Background: an optimization exercise with open tools, aiming at a short achievable clock period and few clock cycles. Do not read the settings as production practice.
The RTL was checked by simulation tests, not by an equivalence proof against the original design.
Power and IR drop assume default switching activity.

**design/flow/config.mk**
```make
export PLATFORM = sky130hd
export DESIGN_NAME = data_cache
export DESIGN_NICKNAME = data_cache
export VERILOG_FILES = /design/flow/design.v
export SDC_FILE = /design/flow/constraint.sdc
export NUM_CORES = 4
export LEC_CHECK = 0
export CAP_MARGIN = 20
export CORE_MARGIN = 2
export CORE_UTILIZATION = 40
export SETUP_SLACK_MARGIN = 0.6
export SLEW_MARGIN = 20
```
**design/flow/design.v**
```verilog
package cache_geom_pkg;
    localparam int unsigned ADDR_W    = 30;   
    localparam int unsigned OFFSET_W  = 2;    
    localparam int unsigned DEF_SET_W = 2;    
    typedef logic [31:0] word_t;
    typedef logic [32*(2**OFFSET_W)-1:0] line_t;
    typedef logic [ADDR_W-OFFSET_W-1:0] line_addr_t;
    typedef logic way_t;   
endpackage
package cache_ctrl_pkg;
    typedef enum logic [1:0] {
        ST_IDLE  = 2'd0,   
        ST_EVICT = 2'd1,   
        ST_FILL  = 2'd2    
    } miss_state_e;
    localparam int unsigned MEM_REQ_W  = 2;
    localparam int unsigned MEM_RD_BIT = 0;
    localparam int unsigned MEM_WR_BIT = 1;
    localparam logic [MEM_REQ_W-1:0] MEM_REQ_NONE = 2'b00;
    localparam logic [MEM_REQ_W-1:0] MEM_REQ_RD   = 2'b01;
    localparam logic [MEM_REQ_W-1:0] MEM_REQ_WR   = 2'b10;
endpackage
`timescale 1ns/1ps
module tag_store #(
    parameter int SET_W = cache_geom_pkg::DEF_SET_W
) (
    input  logic                      clk,
    input  logic                      rst_n,
    input  logic [SET_W-1:0]          i_set_idx,
    input  logic [cache_geom_pkg::ADDR_W-cache_geom_pkg::OFFSET_W-SET_W-1:0] i_tag,
    input  logic                      i_access,      
    input  logic                      i_write_hit,
    input  logic                      i_fill,
    input  cache_geom_pkg::way_t      i_fill_way,
    output logic                      o_hit,
    output cache_geom_pkg::way_t      o_hit_way,
    output cache_geom_pkg::way_t      o_victim_way,
    output logic                      o_victim_dirty,
    output cache_geom_pkg::line_addr_t o_victim_addr
);
    localparam int unsigned TAG_W = cache_geom_pkg::ADDR_W - cache_geom_pkg::OFFSET_W - SET_W;
    localparam int unsigned SETS  = 2**SET_W;
    logic [1:0][SETS-1:0] valid;
    logic [1:0][SETS-1:0] dirty;
    logic [SETS-1:0]      lru;           
    logic [TAG_W-1:0]     tags [2][SETS];
    logic [1:0]           hit_vec;
    always_comb begin
        for (int w = 0; w < 2; w++) begin
            hit_vec[w] = valid[w][i_set_idx] && (tags[w][i_set_idx] == i_tag);
        end
    end
    assign o_hit     = |hit_vec;
    assign o_hit_way = hit_vec[1];
    assign o_victim_way   = lru[i_set_idx];
    assign o_victim_dirty = valid[o_victim_way][i_set_idx] & dirty[o_victim_way][i_set_idx];
    assign o_victim_addr  = {tags[o_victim_way][i_set_idx], i_set_idx};
    always_ff @(posedge clk) begin
        if (!rst_n) begin
            valid <= '0;
            dirty <= '0;
            lru   <= '0;
        end else begin
            if (i_fill) begin
                valid[i_fill_way][i_set_idx] <= 1'b1;
                dirty[i_fill_way][i_set_idx] <= 1'b0;   
            end
            if (i_write_hit) begin
                dirty[o_hit_way][i_set_idx] <= 1'b1;
            end
            if (i_access && o_hit) begin
                lru[i_set_idx] <= ~o_hit_way;
            end
        end
    end
    always_ff @(posedge clk) begin
        if (i_fill) begin
            tags[i_fill_way][i_set_idx] <= i_tag;
        end
    end
endmodule
`timescale 1ns/1ps
module line_store #(
    parameter int SET_W = cache_geom_pkg::DEF_SET_W
) (
    input  logic                                clk,
    input  logic [SET_W-1:0]                    i_set_idx,
    input  logic [cache_geom_pkg::OFFSET_W-1:0] i_word_sel,
    input  cache_geom_pkg::way_t                i_hit_way,
    input  logic                                i_write_hit,
    input  cache_geom_pkg::word_t               i_wdata,
    input  logic                                i_fill,
    input  cache_geom_pkg::way_t                i_fill_way,
    input  cache_geom_pkg::line_t               i_fill_line,
    output cache_geom_pkg::word_t               o_rdata,
    output cache_geom_pkg::line_t               o_victim_line
);
    localparam int unsigned SETS   = 2**SET_W;
    localparam int unsigned WORD_W = 32;
    cache_geom_pkg::line_t lines [2][SETS];
    assign o_rdata = lines[i_hit_way][i_set_idx][i_word_sel*WORD_W +: WORD_W];
    assign o_victim_line = lines[i_fill_way][i_set_idx];
    always_ff @(posedge clk) begin
        if (i_fill) begin
            lines[i_fill_way][i_set_idx] <= i_fill_line;
        end else if (i_write_hit) begin
            lines[i_hit_way][i_set_idx][i_word_sel*WORD_W +: WORD_W] <= i_wdata;
        end
    end
endmodule
`timescale 1ns/1ps
module miss_controller (
    input  logic                       clk,
    input  logic                       rst_n,
    input  logic                       i_req,             
    input  logic                       i_hit,
    input  logic                       i_victim_dirty,
    input  cache_geom_pkg::line_addr_t i_victim_addr,
    input  cache_geom_pkg::line_t      i_victim_line,
    input  cache_geom_pkg::line_addr_t i_miss_addr,
    input  logic                       i_mem_ready,
    input  cache_geom_pkg::line_t      i_mem_rdata,
    output logic                       o_fill,
    output cache_geom_pkg::line_t      o_fill_line,
    output logic                       o_mem_read,
    output logic                       o_mem_write,
    output cache_geom_pkg::line_addr_t o_mem_addr,
    output cache_geom_pkg::line_t      o_mem_wdata
);
    cache_ctrl_pkg::miss_state_e          state;
    cache_ctrl_pkg::miss_state_e          state_nxt;
    logic [cache_ctrl_pkg::MEM_REQ_W-1:0] mem_req;
    logic [cache_ctrl_pkg::MEM_REQ_W-1:0] mem_req_nxt;
    logic                 miss;
    logic                 start_evict;
    logic                 start_read;
    assign miss = i_req && !i_hit;
    always_comb begin
        state_nxt   = state;
        mem_req_nxt = mem_req;
        start_evict = 1'b0;
        start_read  = 1'b0;
        case (state)
            cache_ctrl_pkg::ST_IDLE: begin
                if (miss && i_victim_dirty) begin
                    state_nxt   = cache_ctrl_pkg::ST_EVICT;
                    mem_req_nxt = cache_ctrl_pkg::MEM_REQ_WR;
                    start_evict = 1'b1;
                end else if (miss) begin
                    state_nxt   = cache_ctrl_pkg::ST_FILL;
                    mem_req_nxt = cache_ctrl_pkg::MEM_REQ_RD;
                    start_read  = 1'b1;
                end
            end
            cache_ctrl_pkg::ST_EVICT: begin
                if (i_mem_ready) begin
                    state_nxt   = cache_ctrl_pkg::ST_FILL;
                    mem_req_nxt = cache_ctrl_pkg::MEM_REQ_RD;
                    start_read  = 1'b1;
                end
            end
            cache_ctrl_pkg::ST_FILL: begin
                if (i_mem_ready) begin
                    state_nxt   = cache_ctrl_pkg::ST_IDLE;
                    mem_req_nxt = cache_ctrl_pkg::MEM_REQ_NONE;
                end
            end
            default: begin
                state_nxt   = cache_ctrl_pkg::ST_IDLE;
                mem_req_nxt = cache_ctrl_pkg::MEM_REQ_NONE;
            end
        endcase
    end
    always_ff @(posedge clk) begin
        if (!rst_n) begin
            state   <= cache_ctrl_pkg::ST_IDLE;
            mem_req <= cache_ctrl_pkg::MEM_REQ_NONE;
        end else begin
            state   <= state_nxt;
            mem_req <= mem_req_nxt;
        end
    end
    always_ff @(posedge clk) begin
        if (start_evict) begin
            o_mem_addr  <= i_victim_addr;
            o_mem_wdata <= i_victim_line;
        end else if (start_read) begin
            o_mem_addr <= i_miss_addr;
        end
    end
    assign o_mem_read  = mem_req[cache_ctrl_pkg::MEM_RD_BIT];
    assign o_mem_write = mem_req[cache_ctrl_pkg::MEM_WR_BIT];
    assign o_fill      = (state == cache_ctrl_pkg::ST_FILL) && i_mem_ready;
    assign o_fill_line = i_mem_rdata;
endmodule
`timescale 1ns/1ps
module data_cache #(
    parameter int SET_W = cache_geom_pkg::DEF_SET_W
) (
    input  logic                              clk,
    input  logic                              rst_n,
    input  logic                              i_proc_read,
    input  logic                              i_proc_write,
    input  logic [cache_geom_pkg::ADDR_W-1:0] i_proc_addr,    
    input  cache_geom_pkg::word_t             i_proc_wdata,
    output logic                              o_proc_stall,
    output cache_geom_pkg::word_t             o_proc_rdata,
    output logic                              o_mem_read,
    output logic                              o_mem_write,
    output cache_geom_pkg::line_addr_t        o_mem_addr,
    output cache_geom_pkg::line_t             o_mem_wdata,
    input  logic                              i_mem_ready,
    input  cache_geom_pkg::line_t             i_mem_rdata
);
    localparam int unsigned TAG_W = cache_geom_pkg::ADDR_W - cache_geom_pkg::OFFSET_W - SET_W;
    logic [TAG_W-1:0]    tag;
    logic [SET_W-1:0]    set_idx;
    logic [cache_geom_pkg::OFFSET_W-1:0] word_sel;
    cache_geom_pkg::line_addr_t          miss_addr;
    logic                req;
    logic                hit;
    logic                write_hit;
    logic                fill;
    logic                victim_dirty;
    cache_geom_pkg::way_t                hit_way;
    cache_geom_pkg::way_t                victim_way;
    cache_geom_pkg::line_addr_t          victim_addr;
    cache_geom_pkg::line_t               victim_line;
    cache_geom_pkg::line_t               fill_line;
    cache_geom_pkg::word_t               line_rdata;
    assign word_sel  = i_proc_addr[cache_geom_pkg::OFFSET_W-1:0];
    assign set_idx   = i_proc_addr[cache_geom_pkg::OFFSET_W +: SET_W];
    assign tag       = i_proc_addr[cache_geom_pkg::ADDR_W-1 -: TAG_W];
    assign miss_addr = i_proc_addr[cache_geom_pkg::ADDR_W-1:cache_geom_pkg::OFFSET_W];
    assign req       = i_proc_read | i_proc_write;
    assign write_hit = i_proc_write & hit;
    assign o_proc_stall = ~hit;
    assign o_proc_rdata = (i_proc_read && hit) ? line_rdata : '0;
    tag_store #(.SET_W(SET_W)) tag_store0 (
        .clk            (clk),
        .rst_n          (rst_n),
        .i_set_idx      (set_idx),
        .i_tag          (tag),
        .i_access       (req),
        .i_write_hit    (write_hit),
        .i_fill         (fill),
        .i_fill_way     (victim_way),
        .o_hit          (hit),
        .o_hit_way      (hit_way),
        .o_victim_way   (victim_way),
        .o_victim_dirty (victim_dirty),
        .o_victim_addr  (victim_addr)
    );
    line_store #(.SET_W(SET_W)) line_store0 (
        .clk           (clk),
        .i_set_idx     (set_idx),
        .i_word_sel    (word_sel),
        .i_hit_way     (hit_way),
        .i_write_hit   (write_hit),
        .i_wdata       (i_proc_wdata),
        .i_fill        (fill),
        .i_fill_way    (victim_way),      
        .i_fill_line   (fill_line),
        .o_rdata       (line_rdata),
        .o_victim_line (victim_line)
    );
    miss_controller miss_controller0 (
        .clk            (clk),
        .rst_n          (rst_n),
        .i_req          (req),
        .i_hit          (hit),
        .i_victim_dirty (victim_dirty),
        .i_victim_addr  (victim_addr),
        .i_victim_line  (victim_line),
        .i_miss_addr    (miss_addr),
        .i_mem_ready    (i_mem_ready),
        .i_mem_rdata    (i_mem_rdata),
        .o_fill         (fill),
        .o_fill_line    (fill_line),
        .o_mem_read     (o_mem_read),
        .o_mem_write    (o_mem_write),
        .o_mem_addr     (o_mem_addr),
        .o_mem_wdata    (o_mem_wdata)
    );
endmodule
```
**design/flow/constraint.sdc**
```tcl
create_clock -name core_clock -period 6.0 [get_ports {clk}]
set_input_delay 1.2000 -clock core_clock [delete_from_list [all_inputs] [get_ports {clk}]]
set_output_delay 1.2000 -clock core_clock [all_outputs]
set_load 0.01 [all_outputs]
```
**design/flow/run.sh**
```bash
#!/bin/bash
# synth_recipe.tcl (not shown) runs the flow's synth.tcl, then flattens the netlist and writes it again
# the make line also repeats each setting of config.mk as NAME=value (left out here)
make -C /OpenROAD-flow-scripts/flow DESIGN_CONFIG=/design/flow/config.mk WORK_HOME=/design/flow/orfs CLKGATE_MAP_FILE= SYNTH_SCRIPT=/design/flow/synth_recipe.tcl finish
```
==> summary.txt <==
[synthesized netlist by cell type, drive strengths merged, types with 5 or more instances]
library cell | number | area share
nand3 | 18 | 0.0016
nor2 | 52 | 0.0034
buf | 91 | 0.0091
nand2b | 6 | 0.00065
inv | 19 | 0.0012
nor3 | 7 | 0.00061
mux4 | 363 | 0.14
nor2b | 8 | 0.00087
a22oi | 5 | 0.00065
dfxtp | 22 | 0.0077
a31oi | 5 | 0.00054
clkbuf | 90 | 0.0059
o21a | 5 | 0.00065
and3 | 5 | 0.00054
edfxtp | 1388 | 0.72
ha | 10 | 0.0022
nand2 | 777 | 0.051
xnor2 | 36 | 0.0055
o21ai | 113 | 0.0098
a21oi | 50 | 0.0045
nand4 | 16 | 0.0017
mux2i | 37 | 0.0064
mux2 | 46 | 0.0090
[final timing paths]
| path | start | slack, ns | to |
|---|---|---|---|
| hold / removal | tag_store0.valid[4]$_SDFFE_PN0P_ | 0.46 | tag_store0.valid[4]$_SDFFE_PN0P_ |
| setup reg to reg | tag_store0.tags[2][1]$_DFFE_PP_ | 1.72 | line_store0.lines[1][108]$_DFFE_PP_ |
| hold reg to reg | tag_store0.valid[4]$_SDFFE_PN0P_ | 0.46 | tag_store0.valid[4]$_SDFFE_PN0P_ |
| setup / recovery | i_proc_addr[3] | 0.50 | o_proc_rdata[30] |
[area by class of cell]
type / instances / area (um2) / share of cell area
Antenna cell: 3 / 7.51 / 0.000105
Inverter: 20 / 85.1 / 0.00119
Sequential cell: 1410 / 42100 / 0.590
Clock inverter: 95 / 965 / 0.0135
Clock buffer: 174 / 3900 / 0.0546
Multi-Input combinational cell: 1621 / 15000 / 0.210
Timing Repair Buffer: 661 / 6870 / 0.0962
Tap cell: 1903 / 2380 / 0.0334
[per-stage QoR]
stage          worst slack (ns)   util  cell area [um2]  hold WS, ns  power [W]
2_1_floorplan             0.440      -            57500        0.432     0.0119
3_3_place_gp            -0.0501  0.459            65700        0.449     0.0125
3_5_place_dp            -0.0457  0.459            65700        0.453     0.0125
4_1_cts                   0.472  0.497            71100        0.467     0.0217
5_1_grt                   0.319  0.498            71300        0.503     0.0221
6_report                  0.502  0.498            71300        0.463     0.0215
[state kept, by name, indices dropped and copies added (netlist names)]
register,count
miss_controller0.state,1
line_store0.lines,1024
miss_controller0.o_mem_wdata,128
tag_store0.valid,8
tag_store0.lru,4
miss_controller0.mem_req,1
miss_controller0.o_mem_addr,28
tag_store0.tags,208
tag_store0.dirty,8
[kinds of logic (layout without fill, tap and decap cells)]
kind of cell,after synthesis,after routing,share of synthesized area
AO/OA/AOI/OAI,213,213,0.0216
XOR/XNOR,39,39,0.00594
adder cells (fa/ha/maj),10,10,0.00218
buffers and inverters,201,950,0.0163
flip-flops,1410,1410,0.733
multiplexers,446,446,0.158
other,0,3,0
AND/OR/NAND/NOR,913,913,0.0638
[per-layer routing]
| metal | routed length, um | up-vias | part of all wire | GRT usage |
|---|---|---|---|---|
| li1 | - | 13900 | - | - |
| met1 | 70300 | 17300 | 0.40 | 0.327 |
| met5 | 18 | - | 0.00010 | 0 |
| met3 | 15100 | 258 | 0.087 | 0.0500 |
| met2 | 83900 | 1584 | 0.48 | 0.377 |
| met4 | 5360 | 2 | 0.031 | 0.0771 |
[timing repair]
action,CTS,global route
endpoints found under the setup margin,33,27
gates resized for setup,61,56
setup buffers,13,7
cloned,8,1
pin swaps,7,3
[power by group through the flow]
stage	Clock (W)	Sequential, W	Combinational, W
3_3_place_gp	0	0.0112	0.00135
3_5_place_dp	0	0.0112	0.00136
6_report	0.00918	0.0109	0.00140
2_1_floorplan	0	0.0112	0.000700
4_1_cts	0.00932	0.0109	0.00140
5_1_grt	0.00970	0.0109	0.00149
[critical path: cells and delay by family]
| family | cells | cell delay [ns] |
|---|---|---|
| compound gates | 4 | 0.99 |
| buf+inv | 7 | 1.06 |
| mux | 2 | 0.62 |
| simple gates | 2 | 0.41 |
==> out/results.md <==
| Group | Metric | This run |
|:---|:---|:---|
| outcome | Run status | finished clean |
| yosys | Warning count from the yosys run | 3 |
| setup path | Worst path arrival time | 4.30 ns |
| global route | First-pass GRT wire length | 244 mm |
| power and ir drop | Leak | 24.3 nW |
| power and ir drop | Sw Share | 0.220 |
| routing | Via count of the routed design | 33,100 |
| place | Number of cells in the design after placement | 5,583 |
| timing | Period utilisation layout | 0.916 |
| layout | Commonest cells after routing, fill and taps aside | sky130_fd_sc_hd__edfxtp_1 (1,388), sky130_fd_sc_hd__nand2_1 (773), sky130_fd_sc_hd__mux4_2 (363) |
| routing | Antenna-violating nets left | 0 |
| setup path | Required time at the worst-slack endpoint | 4.80 ns |
| yosys | Number of synthesized flops with an enable pin | 1,388 |
| global route | Via count of the first global-routing pass | 32,700 |
| setup path | Critical path startpoint category | primary input |
| yosys | Mapped Nets | 3,437 |
| power and ir drop | Internal power of the cells | 0.0168 W |
| layout | Share of cells above drive strength 1 | 0.253 |
| cts | Max Root-Sink Buffers | 3 |
| yosys | Gate Count Post-Synth | 3,232 |
| routing | First-pass iteration count of the detailed router | 5 |
| timing | Post-Route Skew | 0.0336 ns |
| power and ir drop | NetSw | 0.00474 W |
| setup path | Category of the critical setup timing path | in2out |
| cts | TritonCTS sink count | 1,410 |
| setup path | Highest-delay cell along the critical path | sky130_fd_sc_hd__a222oi_1 |
| worst hold path | Class of the most critical hold timing path | reg2reg |
| timing | Highest achievable clock rate | 0.182 GHz |
| routing | Post-detailed-route via-to-cell ratio | 5.62 |
| cts | Clock transition at the register clock pins on the worst setup and hold paths after CTS | 0.06 ns |
| yosys | Proportion of register bits with asynchronous set or reset after synthesis | 0 |
| setup path | Register-to-Register Path Depth | 11 |
| setup path | Crit path cell chain | buf_16 -> buf_16 -> mux2_4 -> a222oi_1 -> nand3_1 -> a2111oi_4 -> buf_4 -> and3_4 -> buf_12 -> buf_16 -> buf_4 -> mux2_2 -> a22oi_1 -> a21oi_1 -> buf_4 |
| timing | Period minus WS final | 5.50 ns |
| cts | Number of levels the H-tree was split into | 4 |
| place | Final HPWL DP | 109 mm |
| global route | GRT Residual Overflow | 0 |
| yosys | Number of synthesized register bits | 1,410 |
| yosys | Commonest register cell after synthesis | sky130_fd_sc_hd__edfxtp_1 |
| setup path | Slowest cell delay on critical path | 0.40 ns |
| job | Max-cap check violation count | 0 |
| setup path | Capturing element type of the critical path | primary output |
| cts | # hold bufs at CTS | 0 |
| place | Final RePlAce weighted congestion | 0.829 |
| layout | Net count, final | 4,067 |
| power and ir drop | Power density over cell area | 302 nW/um2 |
| die | Chip Width | 383 um |
| routing | Number of DRC markers after the initial detailed-route iteration | 4,158 |
| cts | Root buffer selected by CTS | sky130_fd_sc_hd__clkbuf_16 |
| die | Die outline area | 147,000 um2 |
| die | Chip Height | 383 um |
| yosys | Syn_area_per_cell | 17.8 um2 |
| timing | Final hold violation count | 0 |
| cts | Clock tree from TritonCTS | built |
| layout | Leading cell type in the layout, fill and taps excluded | sky130_fd_sc_hd__edfxtp_1 |
| yosys | Post-synthesis cell type count | 65 |
| timing | Setup-failing EPs final | 0 |
| die | I/O Pins | 386 |
| cts | Clock latency of the later-clocked register in the worst-skew pair | 0.80 ns |
| timing | Accumulated negative setup slack | 0 ns |
| die | Num rows | 139 |
| cts | Number of buffers inserted during clock tree synthesis | 148 |
| timing | Setup repair after global routing missed its margin | true |
| routing | Routed WL per cell | 29.7 um |
| routing | Routed wire length | 175 mm |
| global route | Overall fraction of global-route tracks in use | 0.237 |
| setup path | Maximum fanout count along the critical path | 7 |
| yosys | Mapped cell area | 57,500 um2 |
| global route | Pin count of the biggest net entering global routing | 95 |
| layout | Post-synthesis to final-layout area growth | 24.1% |
| power and ir drop | Max IR drop VDD | 231 uV |
| power and ir drop | Relative contribution of sequential cells to total power | 0.508 |
| die | Core footprint | 143,000 um2 |
| power and ir drop | Proportion of power drawn by the clock network | 0.427 |
| yosys | Post-synthesis sequential area ratio | 0.733 |
| die | Initial core utilization | 0.402 |
| worst hold path | Number of cells on the worst hold path | 1 |
| place | Number of port buffers | 385 |
| routing | DRC errors left | 0 |
| global route | Antenna violations before repair | 7 |
| timing | Count of final max-slew check failures | 0 |
| power and ir drop | Combinational cell fraction of total power | 0.065 |
| layout | FILL cells | 11,700 |
| layout | Final Instance Count excl. Fillers | 5,887 |
| timing | Max-Slew Margin vs Limit | 0.281 |
| timing | Worst-margin pin slew | 1.07 ns |
Testbench counts, summed over its fixed seeds: cycles 56,567.

static timing again, ports no longer ideal:
Ports are ideal in the flow. The routed layout listed here was re-timed in OpenROAD. Step 1: set_driving_cell puts a clkbuf_16 on clk and a buf_2 on each other input, an assumption about the parent block. Step 2, shift: input delay + t, output delay - t, t = (earliest + latest rising clock arrival at the registers) / 2. This alone moves slack from input paths to output paths. a / b / c = no drivers / after step 1 / after step 2; a / b = the first two.
t, ns: 0.857
setup WS [ns]: 0.502 / 0.285 / 0.285
worst setup path after step 2: input to output
latest minus earliest clock arrival (ns): 0.045 / 0.044
worst data-port slew with drivers (ns): 0.24
After both steps this run still meets setup and hold. The setup slack of this run moves by -0.217 ns with the drivers and by -0.217 ns with both steps.
